This design comes from an exercise in tuning for small area, a short achievable clock period and few clock cycles per item on the open sky130 flow, not from production work. The RTL was checked by simulation tests, not by an equivalence proof against the original design. No activity file was given, so power comes from the tool's default toggle rates.

==> flow/design.v <==
package bffa_pkg;
  localparam int MAP_BITS  = 2048;
  localparam int WORD_BITS = 32;
  localparam int MAP_WORDS = MAP_BITS / WORD_BITS;
  localparam int ADDR_W    = $clog2(MAP_WORDS);
  localparam int BIT_W     = $clog2(WORD_BITS);
  localparam int FIELD_W   = 14;
  localparam int CODE_W    = 2;
  localparam logic [FIELD_W-1:0] COUNT_MAX = '1;
  localparam logic [FIELD_W-1:0] SIZE_MAX  = FIELD_W'(MAP_BITS);
  typedef enum logic [CODE_W-1:0] {
    CMD_ALLOC   = 2'd0,
    CMD_FREE    = 2'd1,
    CMD_PRELOAD = 2'd2,
    CMD_LOAD    = 2'd3
  } cmd_t;
  typedef enum logic [CODE_W-1:0] {
    STAT_OK    = 2'd0,
    STAT_FULL  = 2'd1,
    STAT_RANGE = 2'd2
  } status_t;
  typedef enum logic [1:0] {
    FSM_IDLE,
    FSM_SCAN,
    FSM_RMW,
    FSM_DONE
  } fsm_t;
  typedef struct packed {
    logic                 en;
    logic [ADDR_W-1:0]    addr;
    logic [WORD_BITS-1:0] data;
  } ram_wr_t;
endpackage
import bffa_pkg::*;
module bffa_ffz
(
  input  logic [WORD_BITS-1:0] word_i,
  output logic                 found,
  output logic [BIT_W-1:0]     bit_idx
);
  always_comb begin
    found   = 1'b0;
    bit_idx = '0;
    for (int i = WORD_BITS - 1; i >= 0; i--) begin
      if (!word_i[i]) begin
        found   = 1'b1;
        bit_idx = BIT_W'(i);
      end
    end
  end
endmodule
import bffa_pkg::*;
module bffa_ram
(
  input  logic                 clk,
  input  logic                 rst_n,
  input  logic                 wr_en,
  input  logic [ADDR_W-1:0]    wr_addr,
  input  logic [WORD_BITS-1:0] wr_data,
  input  logic [ADDR_W-1:0]    rd_addr,
  output logic [WORD_BITS-1:0] rd_data
);
  logic [WORD_BITS-1:0] mem [MAP_WORDS];
  logic [MAP_WORDS-1:0] valid_r;
  logic [WORD_BITS-1:0] rd_q_r;
  logic                 rd_vld_r;
  always_ff @(posedge clk) begin
    if (wr_en) begin
      mem[wr_addr] <= wr_data;
    end
    rd_q_r <= mem[rd_addr];
  end
  always_ff @(posedge clk) begin
    if (!rst_n) begin
      valid_r  <= '0;
      rd_vld_r <= 1'b0;
    end else begin
      if (wr_en) begin
        valid_r[wr_addr] <= 1'b1;
      end
      rd_vld_r <= valid_r[rd_addr];
    end
  end
  assign rd_data = rd_vld_r ? rd_q_r : '0;
endmodule
import bffa_pkg::*;
module bitmap_first_fit_allocator_top
(
  input  logic        clk,
  input  logic        rst_n,
  input  logic        in_tvalid,
  output logic        in_tready,
  input  logic [31:0] in_tdata,    
  input  logic [1:0]  in_tuser,    
  output logic        out_tvalid,
  input  logic        out_tready,
  output logic [31:0] out_tdata,   
  output logic [1:0]  out_tuser,   
  input  logic        cfg_wr_en,
  input  logic [13:0] cfg_wr_data
);
  bffa_pkg::fsm_t                 state_r;
  bffa_pkg::fsm_t                 state_nxt;
  bffa_pkg::cmd_t                 cmd_r;
  bffa_pkg::cmd_t                 cmd_nxt;
  logic [FIELD_W-1:0]   num_r, num_nxt;
  logic [ADDR_W-1:0]    idx_r, idx_nxt;
  logic [FIELD_W-1:0]   cnt_r, cnt_nxt;
  logic [FIELD_W-1:0]   map_size_r;
  logic [FIELD_W-1:0]   res_alloc_r, res_alloc_nxt;
  bffa_pkg::status_t              res_stat_r;
  bffa_pkg::status_t              res_stat_nxt;
  logic                 out_valid_r, out_valid_nxt;
  logic [FIELD_W-1:0]   out_alloc_r, out_alloc_nxt;
  bffa_pkg::status_t              out_stat_r;
  bffa_pkg::status_t              out_stat_nxt;
  logic [FIELD_W-1:0]   out_cnt_r, out_cnt_nxt;
  logic [FIELD_W-1:0]   in_number;
  logic [FIELD_W-1:0]   in_cval;
  bffa_pkg::cmd_t                 in_cmd;
  logic [FIELD_W-1:0]   in_num_m1;
  logic [FIELD_W-1:0]   num_m1;
  logic [FIELD_W-1:0]   size;
  logic [FIELD_W-1:0]   size_m1;
  logic [ADDR_W-1:0]    last_word;
  logic [FIELD_W-1:0]   lim;
  logic [WORD_BITS-1:0] mask;
  logic [WORD_BITS-1:0] rd_data;
  logic [ADDR_W-1:0]    rd_addr;
  bffa_pkg::ram_wr_t              wr;
  logic                 ffz_found;
  logic [BIT_W-1:0]     ffz_bit;
  logic [WORD_BITS-1:0] scan_bit;
  logic [WORD_BITS-1:0] num_bit;
  assign in_number = in_tdata[FIELD_W-1:0];
  assign in_cval   = in_tdata[2*FIELD_W-1:FIELD_W];
  assign in_cmd    = bffa_pkg::cmd_t'(in_tuser);
  assign in_num_m1 = in_number - FIELD_W'(1);
  assign num_m1    = num_r - FIELD_W'(1);
  assign size      = (map_size_r > SIZE_MAX) ? SIZE_MAX : map_size_r;
  assign size_m1   = size - FIELD_W'(1);
  assign last_word = size_m1[BIT_W+ADDR_W-1:BIT_W];
  assign lim       = size - FIELD_W'({idx_r, {BIT_W{1'b0}}});
  assign mask      = (|lim[FIELD_W-1:BIT_W]) ? '1
                   : ((WORD_BITS'(1) << lim[BIT_W-1:0]) - WORD_BITS'(1));
  assign scan_bit  = WORD_BITS'(1) << ffz_bit;
  assign num_bit   = WORD_BITS'(1) << num_m1[BIT_W-1:0];
  assign rd_addr = (state_r == FSM_SCAN) ? idx_r + ADDR_W'(1)
                 : (in_cmd == CMD_ALLOC) ? '0
                 : in_num_m1[BIT_W+ADDR_W-1:BIT_W];
  bffa_ram u_ram (
    .clk     (clk),
    .rst_n   (rst_n),
    .wr_en   (wr.en),
    .wr_addr (wr.addr),
    .wr_data (wr.data),
    .rd_addr (rd_addr),
    .rd_data (rd_data)
  );
  bffa_ffz u_ffz (
    .word_i  (rd_data | ~mask),
    .found   (ffz_found),
    .bit_idx (ffz_bit)
  );
  assign in_tready  = (state_r == FSM_IDLE);
  assign out_tvalid = out_valid_r;
  assign out_tdata  = {{(32 - 2*FIELD_W){1'b0}}, out_cnt_r, out_alloc_r};
  assign out_tuser  = out_stat_r;
  always_comb begin
    state_nxt     = state_r;
    cmd_nxt       = cmd_r;
    num_nxt       = num_r;
    idx_nxt       = idx_r;
    cnt_nxt       = cnt_r;
    res_alloc_nxt = res_alloc_r;
    res_stat_nxt  = res_stat_r;
    out_valid_nxt = out_valid_r && !out_tready;
    out_alloc_nxt = out_alloc_r;
    out_stat_nxt  = out_stat_r;
    out_cnt_nxt   = out_cnt_r;
    wr            = '0;
    case (state_r)
      FSM_IDLE: begin
        if (in_tvalid) begin
          cmd_nxt       = in_cmd;
          num_nxt       = in_number;
          idx_nxt       = '0;
          res_alloc_nxt = '0;
          res_stat_nxt  = STAT_OK;
          case (in_cmd)
            CMD_ALLOC: begin
              if (size == '0) begin
                res_stat_nxt = STAT_FULL;
                state_nxt    = FSM_DONE;
              end else begin
                state_nxt = FSM_SCAN;
              end
            end
            CMD_FREE, CMD_PRELOAD: begin
              if (in_number == '0 || in_number > size) begin
                res_stat_nxt = STAT_RANGE;
                state_nxt    = FSM_DONE;
              end else begin
                state_nxt = FSM_RMW;
              end
            end
            CMD_LOAD: begin
              cnt_nxt   = in_cval;
              state_nxt = FSM_DONE;
            end
            default: begin
              state_nxt = FSM_DONE;
            end
          endcase
        end
      end
      FSM_SCAN: begin
        if (ffz_found) begin
          wr.en         = 1'b1;
          wr.addr       = idx_r;
          wr.data       = rd_data | scan_bit;
          res_alloc_nxt = FIELD_W'({idx_r, ffz_bit}) + FIELD_W'(1);
          if (cnt_r != '0) begin
            cnt_nxt = cnt_r - FIELD_W'(1);
          end
          state_nxt = FSM_DONE;
        end else if (idx_r == last_word) begin
          res_stat_nxt = STAT_FULL;
          state_nxt    = FSM_DONE;
        end else begin
          idx_nxt = idx_r + ADDR_W'(1);
        end
      end
      FSM_RMW: begin
        wr.en   = 1'b1;
        wr.addr = num_m1[BIT_W+ADDR_W-1:BIT_W];
        if (cmd_r == CMD_FREE) begin
          wr.data = rd_data & ~num_bit;
          if (cnt_r != COUNT_MAX) begin
            cnt_nxt = cnt_r + FIELD_W'(1);
          end
        end else begin
          wr.data = rd_data | num_bit;
        end
        state_nxt = FSM_DONE;
      end
      FSM_DONE: begin
        if (!out_valid_r || out_tready) begin
          out_valid_nxt = 1'b1;
          out_alloc_nxt = res_alloc_r;
          out_stat_nxt  = res_stat_r;
          out_cnt_nxt   = cnt_r;
          state_nxt     = FSM_IDLE;
        end
      end
      default: begin
        state_nxt = FSM_IDLE;
      end
    endcase
  end
  always_ff @(posedge clk) begin
    if (!rst_n) begin
      state_r     <= FSM_IDLE;
      cnt_r       <= '0;
      map_size_r  <= SIZE_MAX;
      out_valid_r <= 1'b0;
      idx_r       <= '0;
    end else begin
      state_r     <= state_nxt;
      cnt_r       <= cnt_nxt;
      out_valid_r <= out_valid_nxt;
      idx_r       <= idx_nxt;
      if (cfg_wr_en) begin
        map_size_r <= cfg_wr_data;
      end
    end
  end
  always_ff @(posedge clk) begin
    cmd_r       <= cmd_nxt;
    num_r       <= num_nxt;
    res_alloc_r <= res_alloc_nxt;
    res_stat_r  <= res_stat_nxt;
    out_alloc_r <= out_alloc_nxt;
    out_stat_r  <= out_stat_nxt;
    out_cnt_r   <= out_cnt_nxt;
  end
endmodule
==> flow/run.sh <==
#!/bin/bash
# synth_recipe.tcl (not shown) runs the flow's synth.tcl, then flattens the netlist and writes it again
# the make line also repeats each setting of config.mk as NAME=value (left out here)
make -C /OpenROAD-flow-scripts/flow DESIGN_CONFIG=/design/flow/config.mk WORK_HOME=/design/flow/orfs CLKGATE_MAP_FILE= SYNTH_SCRIPT=/design/flow/synth_recipe.tcl finish
==> flow/config.mk <==
export PLATFORM = sky130hd
export DESIGN_NAME = bitmap_first_fit_allocator_top
export DESIGN_NICKNAME = bitmap_first_fit_allocator_top
export VERILOG_FILES = /design/flow/design.v
export SDC_FILE = /design/flow/constraint.sdc
export NUM_CORES = 4
export LEC_CHECK = 0
export CAP_MARGIN = 20
export CORE_MARGIN = 2
export CORE_UTILIZATION = 40
export SLEW_MARGIN = 20
==> flow/constraint.sdc <==
create_clock -name core_clock -period 6.0 [get_ports {clk}]
set_input_delay 1.2000 -clock core_clock [delete_from_list [all_inputs] [get_ports {clk}]]
set_output_delay 1.2000 -clock core_clock [all_outputs]
set_load 0.01 [all_outputs]
==> impl_metrics.env <==
export IMPL_ioPinCount=89
export IMPL_grt_pass1_vias=61300
export IMPL_synth_seq_area_share=0.704
export IMPL_final_max_slew_viol_count=0
export IMPL_rr_endpoint="u_ram.mem[48][23]"
export IMPL_power_leakage_nw=37.8
export IMPL_die_area_mm2=0.238
export IMPL_cpPeakStageDelay_ns=0.58
export IMPL_skew_ns=0.0687
export IMPL_clk_pin_slew_worst_paths_ns=0.06
export IMPL_core_mm2=0.233
export IMPL_r2r_start="map_size_r[13]"
export IMPL_ir_drop_v=0.000285
export IMPL_hp_class="reg -> reg"
export IMPL_num_nets_final=8150
export IMPL_area_growth_synth_to_final_pct=17.3
export IMPL_synth_edff_count=2103
export IMPL_power_density_mw_per_mm2=460
export IMPL_grt_ovfl_total=0
export IMPL_clkLatencyLatePin_ns=0.89
export IMPL_path_class="reg -> reg"
export IMPL_synth_top_area_cell="edfxtp_1"
export IMPL_fin_setup_tns_ns=0
export IMPL_dp_hpwl_um=161000
export IMPL_finalSetupViolations=0
export IMPL_ant_nets=0
export IMPL_design_area_mm2=0.110
export IMPL_synth_top_cell_area_share=0.675
export IMPL_whs_ns=0.420
export IMPL_ys_top_cells_by_area="edfxtp_1, nand2_1, nand3_1"
export IMPL_hold_path_endpoint="out_alloc_r[11]"
export IMPL_setup_ws_ns=0.241
export IMPL_synth_ff_type="edfxtp_1"
export IMPL_crit_slowest_cell="or4_1"
export IMPL_gp_congestion=0.887
export IMPL_ys_top_cells_by_count="nand2_1, edfxtp_1, nand3_1"
export IMPL_start_util=0.402
export IMPL_wire_per_inst_um=24.8
export IMPL_antenna_found_initial=10
export IMPL_dp_cells=10900
export IMPL_drtIter0Drc=7929
export IMPL_synth_most_common_cell="nand2_1"
export IMPL_drive_gt1_frac=0.115
export IMPL_avgSynthCellArea_um2=11.9
export IMPL_netlist_area_mm2=0.0935
export IMPL_dr_pass1_iters=9
export IMPL_worstPathRequired_ns=6.58
export IMPL_port_buffers=78
export IMPL_r2r_slack_ns=0.24
export IMPL_ys_types=98
export IMPL_outcome="timing/DRC/antenna clean"
export IMPL_cts_root_buf="clkbuf_16"
export IMPL_syn_inst=7830
export IMPL_ys_ff_latch=2237
export IMPL_cts_sinks=2237
export IMPL_crit_fanout=25
export IMPL_drt_total_wl_um=280000
export IMPL_cts_max_path_buffers=3
export IMPL_fmax_ghz=0.174
export IMPL_worstPathArrival_ns=6.34
export IMPL_grt_max_degree=107
export IMPL_htree_levels=4
export IMPL_stdcell_count=11300
export IMPL_worstHoldPathCells=0
export IMPL_tightest_slew_ns=1.22
export IMPL_place_ws_ns=-0.0629
export IMPL_grt_pass1_wl_um=406000
export IMPL_endpoint_kind="flip-flop"
export IMPL_placed_area_mm2=0.102
export IMPL_synthArstFlopShare=0
export IMPL_cts_tree="done"
export IMPL_r2r_cells=20
export IMPL_drc=0
export IMPL_period_share=0.960
export IMPL_ys_warn_count=3
export IMPL_path_common_cell="ha_1"
export IMPL_cts_inserted_buffers=222
export IMPL_max_slew_margin_rel=0.165
export IMPL_dieWidth_um=487
export IMPL_rows=177
export IMPL_grt_use_total=0.229
export IMPL_via_per_inst=5.78
export IMPL_hold_viol_final=0
export IMPL_vias=65200
export IMPL_fin_crit_ns=5.76
export IMPL_die_y_um=487
export IMPL_critPathLaunchType="flip-flop"
export IMPL_crit_chain="or3_4 > clkinv_4 > nand2_1 > inv_1 > ha_1 > or4_1 > a31oi_4 > o211ai_4 > a32o_1 > or3_1 > a31oi_1 > o21ai_0 > a41oi_1 > o21ai_0 > ha_1 > ha_1 > and2_1 > a21oi_4 > o22ai_4 > buf_12"
export IMPL_maxCapViolCount=0
export IMPL_holdCritStartpoint="res_alloc_r[11]"
==> worst max-delay path, delay by kind of cell (launching register included) <==
family,cells,cell delay [ns]
and+or+nand+nor,5,1.71
AOI/OAI and AO/OA,9,2.07
adders and majority gates,3,0.87
DFF,1,0.31
buffers and inverters,3,0.48
==> flip-flops by register name (all words and copies together), names as in the netlist, 6 cells and up <==
register and cells:
u_ram.mem 2048, u_ram.valid_r 64, u_ram.rd_q_r 32, cnt_r 14, map_size_r 14, out_cnt_r 14
out_alloc_r 12, res_alloc_r 12, num_r 11, idx_r 6
==> power breakdown <==
part,leakage (nW),internal [mW],switching [mW]
Clock,3.61,8.07,6.05
Combinational,13.7,5.22,11.8
Sequential,20.5,18.9,0.464
Total,37.8,32.2,18.3
==> per-layer routing <==
metal  vias up  global-route usage  part of all wire
met1     32500               0.327              0.42
li1      29200                   -                 -
met2      3037               0.357              0.45
met5         -                   0                 0
met4         0              0.0764             0.034
met3       462              0.0340             0.091
==> per-stage QoR <==
step,utilization,total power [mW]
floorplan,-,28.7
global placement,0.439,36.2
detailed placement,0.439,36.4
CTS,0.471,50.5
global route,0.472,52.5
finish,0.472,50.5
==> timing repair <==
| action | 4_1_cts | 5_1_grt |
|---|---|---|
| hold buffers | 0 | 0 |
| cloned | 0 | 1 |
| pin swaps | 0 | 2 |
| endpoints found under the setup margin | 6 | 707 |
| resized for setup | 1 | 10 |
| buffers inserted | 0 | 1 |
==> cells by family after synthesis <==
group                    count (synthesis)  synth area share
flip-flops                            2237             0.704
adder cells (fa/ha/maj)                 52           0.00704
AO/OA/AOI/OAI                          963            0.0746
XOR/XNOR                                45           0.00458
buffers and inverters                  594            0.0247
multiplexers                            35           0.00377
AND/OR/NAND/NOR                       3902             0.181
other                                    2         0.0000803
==> area by class of cell <==
type,count,area [um^2]
fill,20400,123000
sequential,2237,65800
multi-input combinational,5006,26400
timing repair buffer,532,6040
clock buffer,281,5870
tap,3043,3810
clock inverter,134,1540
inverter,46,178
antenna,1,2.50
==> how the worst max path moves through the flow <==
stage	slack, ns	startpoint	to
final	0.24	map_size_r[13]	u_ram.mem[48][23]
after global routing	-0.03	map_size_r[13]	u_ram.valid_r[29]
after floorplan	-0.86	map_size_r[13]	u_ram.mem[0][23]
after CTS	0.15	map_size_r[13]	u_ram.valid_r[33]
after detailed placement	-0.06	map_size_r[13]	u_ram.valid_r[29]
after global placement	0.04	map_size_r[13]	u_ram.valid_r[29]
==> layout by cell type, fill, tap and decap left out, types with 23 or more instances in the layout <==
| cell | count |
|---|---|
| nand2_1 | 2292 |
| edfxtp_1 | 2103 |
| nand3_1 | 1079 |
| a311oi_1 | 335 |
| buf_4 | 305 |
| clkbuf_16 | 224 |
| a21oi_1 | 177 |
| and3_1 | 150 |
| buf_12 | 148 |
| dfxtp_1 | 133 |
| nor2_1 | 118 |
| o21ai_0 | 88 |
| a31oi_1 | 83 |
| clkdlybuf4s50_1 | 77 |
| nor2_4 | 65 |
| ha_1 | 51 |
| clkbuf_1 | 50 |
| a211oi_1 | 46 |
| clkinv_1 | 44 |
| clkinv_2 | 44 |
| inv_1 | 42 |
| nor3_1 | 38 |
| mux2i_1 | 33 |
| xnor2_1 | 33 |
| o21ai_1 | 30 |
| bufinv_16 | 26 |
| nand2b_1 | 24 |
| nand4_1 | 24 |
| a22o_1 | 23 |
Testbench counts, summed over its fixed seeds: cycles 165,407, commands 12,000.

-- port drivers added, routing unchanged --
In the flow no input, the clock included, has a driving cell. The finished layout below was timed again as built, in two steps.
Step 1: set_driving_cell puts a clkbuf_16 on clk and a buf_2 on each other input, an assumption about the parent block.
Step 2 adds t to the input delays and takes it off the output delays; t is the mean of the earliest and latest rising clock arrival at the registers after step 1. Input paths then give back, and output paths get back, about the clock's delay inside the block.
a / b / c = ideal ports / drivers / drivers and shift; a / b = the first two.
shift t [ns]: 0.953
slack for setup (ns): 0.241 / 0.241 / 0.141
worst register clock-pin slew, ns: 0.07 / 0.07
worst data-port slew with drivers (ns): 0.04
cell pins on the clock port's net: 1
After both steps setup and hold are still met in this run. For this run, drivers alone change the setup slack by 0.000 ns; drivers and shift together by -0.100 ns.
